Background: an optimization exercise with open tools, aiming at small area. Do not read the settings as production practice.
Only simulation tests tie the RTL to the original design; equivalence was not proved.
Power is estimated from default activity; no workload was simulated.

==> design.v <==
package comms_pkg;
  localparam logic [7:0] OP_WRITE_ALL = 8'h00;
  localparam logic [7:0] OP_READ      = 8'h04;
  localparam int unsigned CLKS_PER_BIT_DEFAULT = 25;
  typedef enum logic [2:0] {
    StIdle,
    StHdr1,
    StHdr2,
    StWrite,
    StRead
  } ctrl_state_e;
  typedef enum logic [1:0] {
    TxStart,
    TxData,
    TxStop
  } tx_phase_e;
  typedef enum logic [2:0] {
    RxIdle,
    RxStart,
    RxData,
    RxStop,
    RxBreak
  } rx_state_e;
  function automatic int unsigned idx_width(input int unsigned n);
    if (n > 1) idx_width = $clog2(n);
    else       idx_width = 1;
  endfunction
endpackage
module uart_rx
#(
  parameter int unsigned CLKS_PER_BIT = comms_pkg::CLKS_PER_BIT_DEFAULT
) (
  input  logic       clk_i,
  input  logic       rst_ni,
  input  logic       rxd_i,
  output logic [7:0] byte_o,
  output logic       byte_valid_o
);
  localparam int unsigned     CntW     = comms_pkg::idx_width(CLKS_PER_BIT);
  localparam logic [CntW-1:0] BitLast  = CntW'(CLKS_PER_BIT - 1);
  localparam logic [CntW-1:0] HalfLast = CntW'(CLKS_PER_BIT / 2 - 1);
  logic            rx_meta_q;
  logic            rx_sync_q;
  comms_pkg::rx_state_e       state_q;
  logic [CntW-1:0] cnt_q;
  logic [2:0]      bit_q;
  logic [7:0]      shift_q;
  logic [7:0]      byte_q;
  logic            valid_q;
  always_ff @(posedge clk_i or negedge rst_ni) begin
    if (!rst_ni) begin
      rx_meta_q <= 1'b1;
      rx_sync_q <= 1'b1;
    end else begin
      rx_meta_q <= rxd_i;
      rx_sync_q <= rx_meta_q;
    end
  end
  always_ff @(posedge clk_i or negedge rst_ni) begin
    if (!rst_ni) begin
      state_q <= comms_pkg::RxIdle;
      cnt_q   <= '0;
      bit_q   <= '0;
      shift_q <= '0;
      byte_q  <= '0;
      valid_q <= 1'b0;
    end else begin
      valid_q <= 1'b0;
      unique case (state_q)
        comms_pkg::RxIdle: begin
          if (!rx_sync_q) begin
            cnt_q   <= '0;
            state_q <= comms_pkg::RxStart;
          end
        end
        comms_pkg::RxStart: begin
          if (cnt_q == HalfLast) begin
            cnt_q   <= '0;
            bit_q   <= '0;
            state_q <= rx_sync_q ? comms_pkg::RxIdle : comms_pkg::RxData;
          end else begin
            cnt_q <= cnt_q + 1'b1;
          end
        end
        comms_pkg::RxData: begin
          if (cnt_q == BitLast) begin
            cnt_q   <= '0;
            shift_q <= {rx_sync_q, shift_q[7:1]};
            if (bit_q == 3'd7) begin
              state_q <= comms_pkg::RxStop;
            end else begin
              bit_q <= bit_q + 1'b1;
            end
          end else begin
            cnt_q <= cnt_q + 1'b1;
          end
        end
        comms_pkg::RxStop: begin
          if (cnt_q == BitLast) begin
            cnt_q <= '0;
            if (rx_sync_q) begin
              byte_q  <= shift_q;
              valid_q <= 1'b1;
              state_q <= comms_pkg::RxIdle;
            end else begin
              state_q <= comms_pkg::RxBreak;
            end
          end else begin
            cnt_q <= cnt_q + 1'b1;
          end
        end
        comms_pkg::RxBreak: begin
          if (rx_sync_q) begin
            state_q <= comms_pkg::RxIdle;
          end
        end
        default: state_q <= comms_pkg::RxIdle;
      endcase
    end
  end
  assign byte_o       = byte_q;
  assign byte_valid_o = valid_q;
endmodule
module top_level
#(
  parameter int unsigned DATA_ADDRS   = 2,
  parameter int unsigned WORD_BYTES   = 128,
  parameter int unsigned CLKS_PER_BIT = comms_pkg::CLKS_PER_BIT_DEFAULT
) (
  input  logic clk_100mhz,
  input  logic sys_rst,
  input  logic uart_rxd,
  output logic uart_txd
);
  localparam int unsigned     SlotW   = comms_pkg::idx_width(WORD_BYTES);
  localparam int unsigned     CntW    = comms_pkg::idx_width(CLKS_PER_BIT);
  localparam logic [CntW-1:0] BitLast = CntW'(CLKS_PER_BIT - 1);
  logic [7:0] rx_byte;
  logic       rx_valid;
  uart_rx #(
    .CLKS_PER_BIT(CLKS_PER_BIT)
  ) u_uart_rx (
    .clk_i       (clk_100mhz),
    .rst_ni      (sys_rst),
    .rxd_i       (uart_rxd),
    .byte_o      (rx_byte),
    .byte_valid_o(rx_valid)
  );
  logic [WORD_BYTES-1:0] ring_q [2*8];
  logic [SlotW-1:0]      slot_q;      
  comms_pkg::ctrl_state_e state_q;
  logic             op_wr_q;
  logic             op_rd_q;
  logic             rd_word_q;
  logic [SlotW:0]   idx_q;        
  logic             pend_q;       
  logic             valid_q;      
  logic [7:0]       fetch_q;
  comms_pkg::tx_phase_e tx_phase_q;
  logic [CntW-1:0]  tx_cnt_q;
  logic [2:0]       tx_bit_q;
  logic [7:0]       tx_shift_q;
  logic             txd_q;
  logic             hit;
  logic [7:0]       tap;
  always_comb begin
    hit = (slot_q == idx_q[SlotW-1:0]);
    for (int b = 0; b < 8; b++) begin
      tap[b] = rd_word_q ? ring_q[8+b][WORD_BYTES-1] : ring_q[b][WORD_BYTES-1];
    end
  end
  always_ff @(posedge clk_100mhz) begin
    for (int w = 0; w < 2; w++) begin
      for (int b = 0; b < 8; b++) begin
        ring_q[w*8+b] <= {ring_q[w*8+b][WORD_BYTES-2:0],
                          (pend_q && hit && (idx_q[SlotW] == w[0])) ? rx_byte[b]
                                                                     : ring_q[w*8+b][WORD_BYTES-1]};
      end
    end
  end
  always_ff @(posedge clk_100mhz or negedge sys_rst) begin
    if (!sys_rst) begin
      slot_q <= '0;
    end else begin
      slot_q <= slot_q + 1'b1;
    end
  end
  always_ff @(posedge clk_100mhz) begin
    if ((state_q == comms_pkg::StHdr2 || state_q == comms_pkg::StRead) && hit) begin
      fetch_q <= tap;
    end
  end
  always_ff @(posedge clk_100mhz or negedge sys_rst) begin
    if (!sys_rst) begin
      state_q    <= comms_pkg::StIdle;
      op_wr_q    <= 1'b0;
      op_rd_q    <= 1'b0;
      rd_word_q  <= 1'b0;
      idx_q      <= '0;
      pend_q     <= 1'b0;
      valid_q    <= 1'b0;
      tx_phase_q <= comms_pkg::TxStart;
      tx_cnt_q   <= '0;
      tx_bit_q   <= '0;
      tx_shift_q <= '0;
      txd_q      <= 1'b1;
    end else begin
      if (pend_q && hit) begin
        pend_q <= 1'b0;
        idx_q  <= idx_q + 1'b1;
      end
      unique case (state_q)
        comms_pkg::StIdle: begin
          if (rx_valid) begin
            op_wr_q <= (rx_byte == comms_pkg::OP_WRITE_ALL);
            op_rd_q <= (rx_byte == comms_pkg::OP_READ);
            state_q <= comms_pkg::StHdr1;
          end
        end
        comms_pkg::StHdr1: begin
          if (rx_valid) begin
            rd_word_q <= rx_byte[0];
            idx_q     <= '0;
            state_q   <= comms_pkg::StHdr2;
          end
        end
        comms_pkg::StHdr2: begin
          if (rx_valid) begin
            if (op_wr_q) begin
              valid_q <= 1'b1;
              state_q <= comms_pkg::StWrite;
            end else if (op_rd_q) begin
              idx_q      <= idx_q + 1'b1;
              tx_phase_q <= comms_pkg::TxStart;
              tx_cnt_q   <= '0;
              tx_shift_q <= fetch_q;
              txd_q      <= 1'b0;
              state_q    <= comms_pkg::StRead;
            end else begin
              state_q <= comms_pkg::StIdle;
            end
          end
        end
        comms_pkg::StWrite: begin
          if (rx_valid) begin
            pend_q <= 1'b1;
            if (&idx_q) begin
              state_q <= comms_pkg::StIdle;
            end
          end
        end
        comms_pkg::StRead: begin
          if (tx_cnt_q != BitLast) begin
            tx_cnt_q <= tx_cnt_q + 1'b1;
          end else begin
            tx_cnt_q <= '0;
            unique case (tx_phase_q)
              comms_pkg::TxStart: begin
                tx_phase_q <= comms_pkg::TxData;
                tx_bit_q   <= '0;
                txd_q      <= tx_shift_q[0] & valid_q;
              end
              comms_pkg::TxData: begin
                if (tx_bit_q == 3'd7) begin
                  tx_phase_q <= comms_pkg::TxStop;
                  txd_q      <= 1'b1;
                end else begin
                  tx_bit_q   <= tx_bit_q + 1'b1;
                  tx_shift_q <= {1'b0, tx_shift_q[7:1]};
                  txd_q      <= tx_shift_q[1] & valid_q;
                end
              end
              comms_pkg::TxStop: begin
                if (idx_q[SlotW]) begin
                  state_q <= comms_pkg::StIdle;
                end else begin
                  idx_q      <= idx_q + 1'b1;
                  tx_shift_q <= fetch_q;
                  tx_phase_q <= comms_pkg::TxStart;
                  txd_q      <= 1'b0;
                end
              end
              default: tx_phase_q <= comms_pkg::TxStart;
            endcase
          end
        end
        default: state_q <= comms_pkg::StIdle;
      endcase
    end
  end
  assign uart_txd = txd_q;
endmodule
==> run.sh <==
#!/bin/bash
# synth_recipe.tcl (not shown) runs the flow's synth.tcl, then flattens the netlist and writes it again
# the make line also repeats each setting of config.mk as NAME=value (left out here)
make -C /OpenROAD-flow-scripts/flow DESIGN_CONFIG=/design/flow/config.mk WORK_HOME=/design/flow/orfs CLKGATE_MAP_FILE= SYNTH_SCRIPT=/design/flow/synth_recipe.tcl finish
==> config.mk <==
export PLATFORM = sky130hd
export DESIGN_NAME = top_level
export DESIGN_NICKNAME = top_level
export VERILOG_FILES = /design/flow/design.v
export SDC_FILE = /design/flow/constraint.sdc
export NUM_CORES = 4
export LEC_CHECK = 0
export CAP_MARGIN = 20
export CORE_MARGIN = 2
export CORE_UTILIZATION = 70
export CTS_CLUSTER_DIAMETER = 100
export CTS_CLUSTER_SIZE = 30
export PLACE_DENSITY = 0.8
export SLEW_MARGIN = 20
==> constraint.sdc <==
create_clock -name core_clock -period 10.0 [get_ports {clk_100mhz}]
set_input_delay 2.0000 -clock core_clock [delete_from_list [all_inputs] [get_ports {clk_100mhz}]]
set_output_delay 2.0000 -clock core_clock [all_outputs]
set_load 0.01 [all_outputs]
==> results of run 1 <==
==> power groups by stage <==
stage / clock [W] / combinational, W / sequential (W)
after floorplan: 0 / 0.0000401 / 0.00869
after global placement: 0 / 0.0000462 / 0.00869
after detailed placement: 0 / 0.0000501 / 0.00869
after CTS: 0.00396 / 0.0000560 / 0.00850
after global routing: 0.00423 / 0.0000628 / 0.00851
final: 0.00388 / 0.0000563 / 0.00850
==> how the worst max path moves through the flow <==
stage / startpoint / endpoint / slack (ns)
floorplan: txd_q / uart_txd / 7.47
global placement: txd_q / uart_txd / 6.94
detailed placement: txd_q / uart_txd / 6.91
CTS: txd_q / uart_txd / 6.15
global route: txd_q / uart_txd / 6.15
finish: txd_q / uart_txd / 6.21
==> cells by family (layout without fill, tap and decap cells) <==
kind of cell               after synthesis  in the layout  share of synthesized area [%]
xor gates and xnor gates                14             14                         0.2697
DFF                                   2128           2128                          94.67
and+or+nand+nor                        121            121                          1.602
muxes                                   50             50                          1.219
buffers and inverters                   32            120                         0.3770
AOI/OAI and AO/OA                       95             95                          1.478
adders and majority gates               14             14                         0.3853
other                                    0              1                              0
==> per-layer routing <==
layer | vias up | GRT usage (%) | share of wire, % | wire [µm]
li1 | 7816 | - | - | -
met1 | 7753 | 26.00 | 45 | 28210
met2 | 190 | 33.66 | 50 | 31860
met3 | 112 | 3.306 | 2.7 | 1732
met4 | 2 | 5.764 | 2.4 | 1535
met5 | - | 0 | 0.016 | 10
==> sequential cells by signal, indices dropped and copies added, names as in the netlist, 2 cells and up <==
register	flops
tx_phase_q	2
u_uart_rx.shift_q	8
tx_cnt_q	5
fetch_q	8
state_q	3
tx_bit_q	3
u_uart_rx.bit_q	3
u_uart_rx.cnt_q	5
ring_q	2048
slot_q	7
u_uart_rx.byte_q	8
idx_q	8
tx_shift_q	8
u_uart_rx.state_q	3
==> layout by cell type (no fill, tap or decap), types with 5 or more instances in the layout <==
| master | instances |
|---|---|
| mux2_1 | 9 |
| xnor2_1 | 10 |
| nor3_1 | 8 |
| o21ai_0 | 23 |
| clkbuf_16 | 83 |
| mux2_2 | 34 |
| dfxtp_1 | 2048 |
| clkbuf_1 | 14 |
| nor2_1 | 21 |
| nand3_1 | 13 |
| nor2b_1 | 5 |
| a22o_1 | 11 |
| ha_1 | 14 |
| inv_1 | 16 |
| dfrtp_1 | 69 |
| edfxtp_1 | 8 |
| nand2_1 | 29 |
| a21oi_1 | 14 |
| a21oi_2 | 9 |
| mux2i_1 | 7 |
==> stage by stage <==
stage,area [µm²],utilization (%),cells
floorplan,45470,-,2454
global placement,46460,72.20,3297
detailed placement,46460,72.20,3297
CTS,48630,75.58,3397
global route,48630,75.58,3397
finish,48630,75.58,3398
==> layout make-up <==
class                      count  area [µm²]
tap                          855        1070
antenna                        1       2.502
inverter                      16       60.06
fill                        3292       15710
clock buffer                  98        2143
sequential                  2128       43050
clock inverter                 2       28.78
timing repair buffer           4       32.53
multi-input combinational    294        2252
==> flow_summary.json, run 1 <==
{
  "holdBufCountCts": 0,
  "power_switching_w": 0.002396,
  "pin_count": 4,
  "p_leak_nw": 19.47,
  "worstSetupPathType": "flip-flop to output pin",
  "vias_per_cell": 4.671,
  "cp_max_fo": 2,
  "powerDensity_mw_per_mm2": 255.8,
  "clk_latency_ns": 0.67,
  "dp_slack_ns": 6.915,
  "swShare_pct": 19.26,
  "startpoint_type": "flip-flop",
  "cpPeakStageDelay_ns": 0.57,
  "post-dp-hpwl_mm": 31.12,
  "fin_tns_setup_ns": 0,
  "synth_ff_type": "dfxtp_1",
  "clkTransAtPathRegs_ns": 0.11,
  "maxCapViolations": 0,
  "drt_wl_total_mm": 63.34,
  "cts_tree": "done",
  "rsz0062_at_grt": "no",
  "crit_buf_inv": 1,
  "numCtsBuffers": 80,
  "synth-seq-cells": 2128,
  "synth-seq-area-share_pct": 94.67,
  "synth_edf_count": 8,
  "synth_most_common_cell": "dfxtp_1",
  "post_cts_buffers": 0,
  "synth.area.top_cells": "dfxtp_1, dfrtp_1, mux2_2, edfxtp_1, ha_1",
  "slew_viol_final": 0,
  "hold_path.class": "flip-flop to flip-flop",
  "holdPathStages": 0,
  "pwr-share-seq_pct": 68.3,
  "portBuffers": 3,
  "post-route-period-util_pct": 37.88,
  "synth_area_leader_cell": "dfxtp_1",
  "r2r_setup_slack_ns": 7.39,
  "hold_start": "ring_q[3][33]",
  "antenna_found_initial": 2,
  "final_hold_viol_count": 0,
  "cp_slowest_cell": "clkdlybuf4s50_1",
  "synth_async_sr_flop_share_pct": 3.383,
  "endpoint_kind": "output pin",
  "cts_root_buffer": "clkbuf_16",
  "die_y_um": 258.9,
  "drive_above_1_share_pct": 6.137,
  "yosys_warnings": 3,
  "vias": 15873,
  "share_comb_of_total_power_pct": 0.5,
  "reg2reg_depth": 5,
  "cts_sinks": 2128,
  "gp_congestion": 0.7686,
  "clock.fmax_mhz": 264.0,
  "synth_common_cells": "dfxtp_1, dfrtp_1, mux2_2, nand2_1, o21ai_0",
  "slew_headroom_pct": 34.92,
  "drc": 0,
  "grt_max_degree": 73,
  "dieArea_mm2": 0.06701,
  "area_growth_pct": 6.962,
  "vdd_drop_max_uv": 205.0,
  "initial_core_util_pct": 70.66,
  "finalCriticalPeriod_ns": 3.788,
  "crit_required_ns": 8.00,
  "status": "no timing/DRC/antenna violations",
  "h-tree-depth": 3,
  "grt_first_pass_wirelength_mm": 100.2,
  "synth_cells": 2454,
  "min_to": "ring_q[3][34]",
  "synth_nets": 2471,
  "cp.arrival_ns": 1.79,
  "fp-row-count": 93,
  "r2r-start": "state_q[2]",
  "fp.dieW_um": 258.9,
  "final-setup-viol-count": 0,
  "ys_types": 70,
  "cellInternalPower_w": 0.01005,
  "wire_per_inst_um": 18.64,
  "skew_ns": 0.02484,
  "total_power_w": 0.01244,
  "first_pass_iters": 7,
  "nets": 2541,
  "syn_area_mm2": 0.04547,
  "cts.path.max_buffers": 3,
  "postRouteAntennaNets": 0,
  "synth_top_area_share_pct": 90.17,
  "holdWs_ns": 0.3240,
  "drt-initial-drc-count": 932,
  "r2r-end": "tx_shift_q[5]",
  "crit_cells": 1,
  "grt_pass1_vias": 17377,
  "worst_slack_ns": 6.212,
  "path_cells": "clkdlybuf4s50_1",
  "power.share.clock_pct": 31.2,
  "grt.overflow.total": 0,
  "syn_avg_cell_area_um2": 18.53,
  "critical_path.top_delay_family": "buffers and inverters",
  "core_area_mm2": 0.06435,
  "grt_usage_pct": 19.65,
  "cts_repair_resize_count": 0,
  "worst_pin_slew_ns": 0.9763
}
==> run 2: changes to the inputs <==
--- a/config.mk
+++ b/config.mk
@@ -9,6 +9,3 @@
 export CORE_MARGIN = 2
-export CORE_UTILIZATION = 70
-export CTS_CLUSTER_DIAMETER = 100
-export CTS_CLUSTER_SIZE = 30
-export PLACE_DENSITY = 0.8
+export CORE_UTILIZATION = 40
 export SLEW_MARGIN = 20
==> run 2 against run 1 <==
- total power increased by 27%
- clock-buffer cell count increased by 163
- still clean on timing, DRC and antenna
- die area increased by 74%
- critical endpoint unchanged
==> flow_summary.json, run 2 <==
{
  "worst_pin_slew_ns": 0.8905,
  "cp_slowest_cell": "clkdlybuf4s50_1",
  "rsz0062_at_grt": "no",
  "synth_edf_count": 8,
  "final_hold_viol_count": 0,
  "p_leak_nw": 21.57,
  "clk_latency_ns": 0.74,
  "grt_pass1_vias": 16977,
  "synth_async_sr_flop_share_pct": 3.383,
  "cp_max_fo": 2,
  "critical_path.top_delay_family": "buffers and inverters",
  "fp-row-count": 123,
  "synth_top_area_share_pct": 90.17,
  "first_pass_iters": 4,
  "post-route-period-util_pct": 38.15,
  "postRouteAntennaNets": 0,
  "synth_ff_type": "dfxtp_1",
  "grt_max_degree": 73,
  "layout_common_cells": "dfxtp_1, clkbuf_16, dfrtp_1, clkbuf_8, clkbuf_1",
  "cts_sinks": 2128,
  "initial_core_util_pct": 40.36,
  "dpl_cell_area_mm2": 0.04726,
  "path_cells": "clkdlybuf4s50_1",
  "grt_first_pass_wirelength_mm": 86.75,
  "grt.overflow.total": 0,
  "endpoint_kind": "output pin",
  "vdd_drop_max_uv": 186.8,
  "synth_common_cells": "dfxtp_1, dfrtp_1, mux2_2, nand2_1, o21ai_0",
  "place_inst": 3941,
  "synth_area_leader_cell": "dfxtp_1",
  "powerDensity_mw_per_mm2": 294.2,
  "synth-seq-cells": 2128,
  "fp.dieW_um": 341.2,
  "stdcell_count": 4272,
  "dieArea_mm2": 0.1164,
  "status": "no timing/DRC/antenna violations",
  "h-tree-depth": 4,
  "drt-initial-drc-count": 715,
  "vias_per_cell": 3.804,
  "post-dp-hpwl_mm": 25.07,
  "drt_wl_total_mm": 50.75,
  "synth_most_common_cell": "dfxtp_1",
  "slew_headroom_pct": 40.64,
  "maxCapViolations": 0,
  "clock.fmax_mhz": 262.1,
  "syn_area_mm2": 0.04547,
  "nets": 2645,
  "skew_ns": 0.02916,
  "antenna_found_initial": 2,
  "vias": 16250,
  "fin_tns_setup_ns": 0,
  "holdBufCountCts": 0,
  "pin_count": 4,
  "synth.area.top_cells": "dfxtp_1, dfrtp_1, mux2_2, edfxtp_1, ha_1",
  "largest_register": "ring_q",
  "crit_required_ns": 8.00,
  "cpPeakStageDelay_ns": 0.54,
  "gp_congestion": 0.7108,
  "slew_viol_final": 0,
  "finalCriticalPeriod_ns": 3.815,
  "area_growth_pct": 18.21,
  "clkTransAtPathRegs_ns": 0.07,
  "cts_tree": "done",
  "numCtsBuffers": 184,
  "yosys_warnings": 3,
  "worstSetupPathType": "flip-flop to output pin",
  "die_y_um": 341.2,
  "cp.arrival_ns": 1.81,
  "synth_nets": 2471,
  "syn_avg_cell_area_um2": 18.53,
  "startpoint_type": "flip-flop",
  "synth_cells": 2454,
  "cts.path.max_buffers": 3,
  "core_area_mm2": 0.1127,
  "ys_types": 70,
  "final_util_pct": 47.71,
  "cts_repair_resize_count": 0,
  "drive_above_1_share_pct": 13.14,
  "final-setup-viol-count": 0,
  "drc": 0,
  "portBuffers": 3,
  "final_common_cell": "dfxtp_1",
  "crit_buf_inv": 1,
  "cts_root_buffer": "clkbuf_16",
  "post_cts_buffers": 0,
  "synth-seq-area-share_pct": 94.67,
  "largest_reg_flops": 2048,
  "grt_usage_pct": 9.103,
  "hold_path.class": "flip-flop to flip-flop",
  "wire_per_inst_um": 11.88,
  "fin_area_mm2": 0.05375
}
run 2: layout make-up:
| cell class | count | area (µm²) |
|---|---|---|
| Tap cell | 1500 | 1877 |
| Clock buffer | 261 | 5370 |
| Clock inverter | 68 | 1094 |
| Inverter | 16 | 60.06 |
| Timing Repair Buffer | 4 | 47.55 |
| Multi-Input combinational cell | 294 | 2252 |
| Fill cell | 9286 | 58910 |
| Sequential cell | 2128 | 43050 |
| Antenna cell | 1 | 2.502 |
run 2: through the flow:
| step | power, W | hold slack [ns] | worst slack, ns |
|---|---|---|---|
| 2_1_floorplan | 0.008730 | 0.3096 | 7.471 |
| 3_3_place_gp | 0.008739 | 0.3103 | 6.936 |
| 3_5_place_dp | 0.008749 | 0.3121 | 6.926 |
| 4_1_cts | 0.01602 | 0.2972 | 6.082 |
| 5_1_grt | 0.01639 | 0.3017 | 6.090 |
| 6_report | 0.01581 | 0.2973 | 6.185 |
run 2: logic make-up after synthesis:
group / synth area share, %
flops: 94.67
simple gates: 1.602
compound gates: 1.478
buf+inv: 0.3770
mux: 1.219
fa+ha+maj: 0.3853
xor+xnor: 0.2697
run 2: where the power goes:
group / internal [W] / switching (W) / leakage (nW)
logic: 0.0000220 / 0.0000315 / 0.899
clock network: 0.00427 / 0.00298 / 3.16
registers: 0.00849 / 0.0000140 / 17.5
total: 0.0128 / 0.00303 / 21.6
run 2: path summary, 6_finish.rpt:
kind	from	end	slack, ns	depth (start not counted)
worst max-delay path	txd_q	uart_txd	6.19	1
min in group asynchronous	sys_rst	tx_bit_q[2]	1.23	1
worst min-delay path	ring_q[8][50]	ring_q[8][51]	0.30	0
worst min register to register	ring_q[8][50]	ring_q[8][51]	0.30	0
worst max register to register	state_q[1]	tx_shift_q[7]	7.44	5
max in group asynchronous	sys_rst	u_uart_rx.rx_meta_q	8.13	2
run 2: metal layers:
layer	wire, µm	global-route usage [%]	vias to the layer above
met4	1498	4.846	2
met1	26610	13.07	7712
met3	2767	2.902	126
met2	19870	12.12	257
li1	-	-	8153
met5	9	0	-

[separate check: timing with driven ports]
The results above use ideal ports. As a check the final layouts listed here were re-extracted and re-timed, cells and wires unchanged.
Step 1 sets driving cells, clkbuf_16 on the clock port and buf_2 on the other inputs (assumed; they add their load-dependent delay and slew).
Step 2 times the ports against the registers' clock, not the clock port: input delays grow and output delays shrink by t, the midpoint of the rising clock arrivals with the driver on.
a / b / c = no drivers / after step 1 / after step 2; a / b = the first two.
run | t, ns | setup WS [ns] | slew at the worst register clock pin (ns)
run 1 | 0.718 | 6.212 / 6.152 / 6.870 | 0.12 / 0.12
run 2 | 0.796 | 6.185 / 6.123 / 6.919 | 0.07 / 0.07
After both steps every run listed still meets setup and hold.
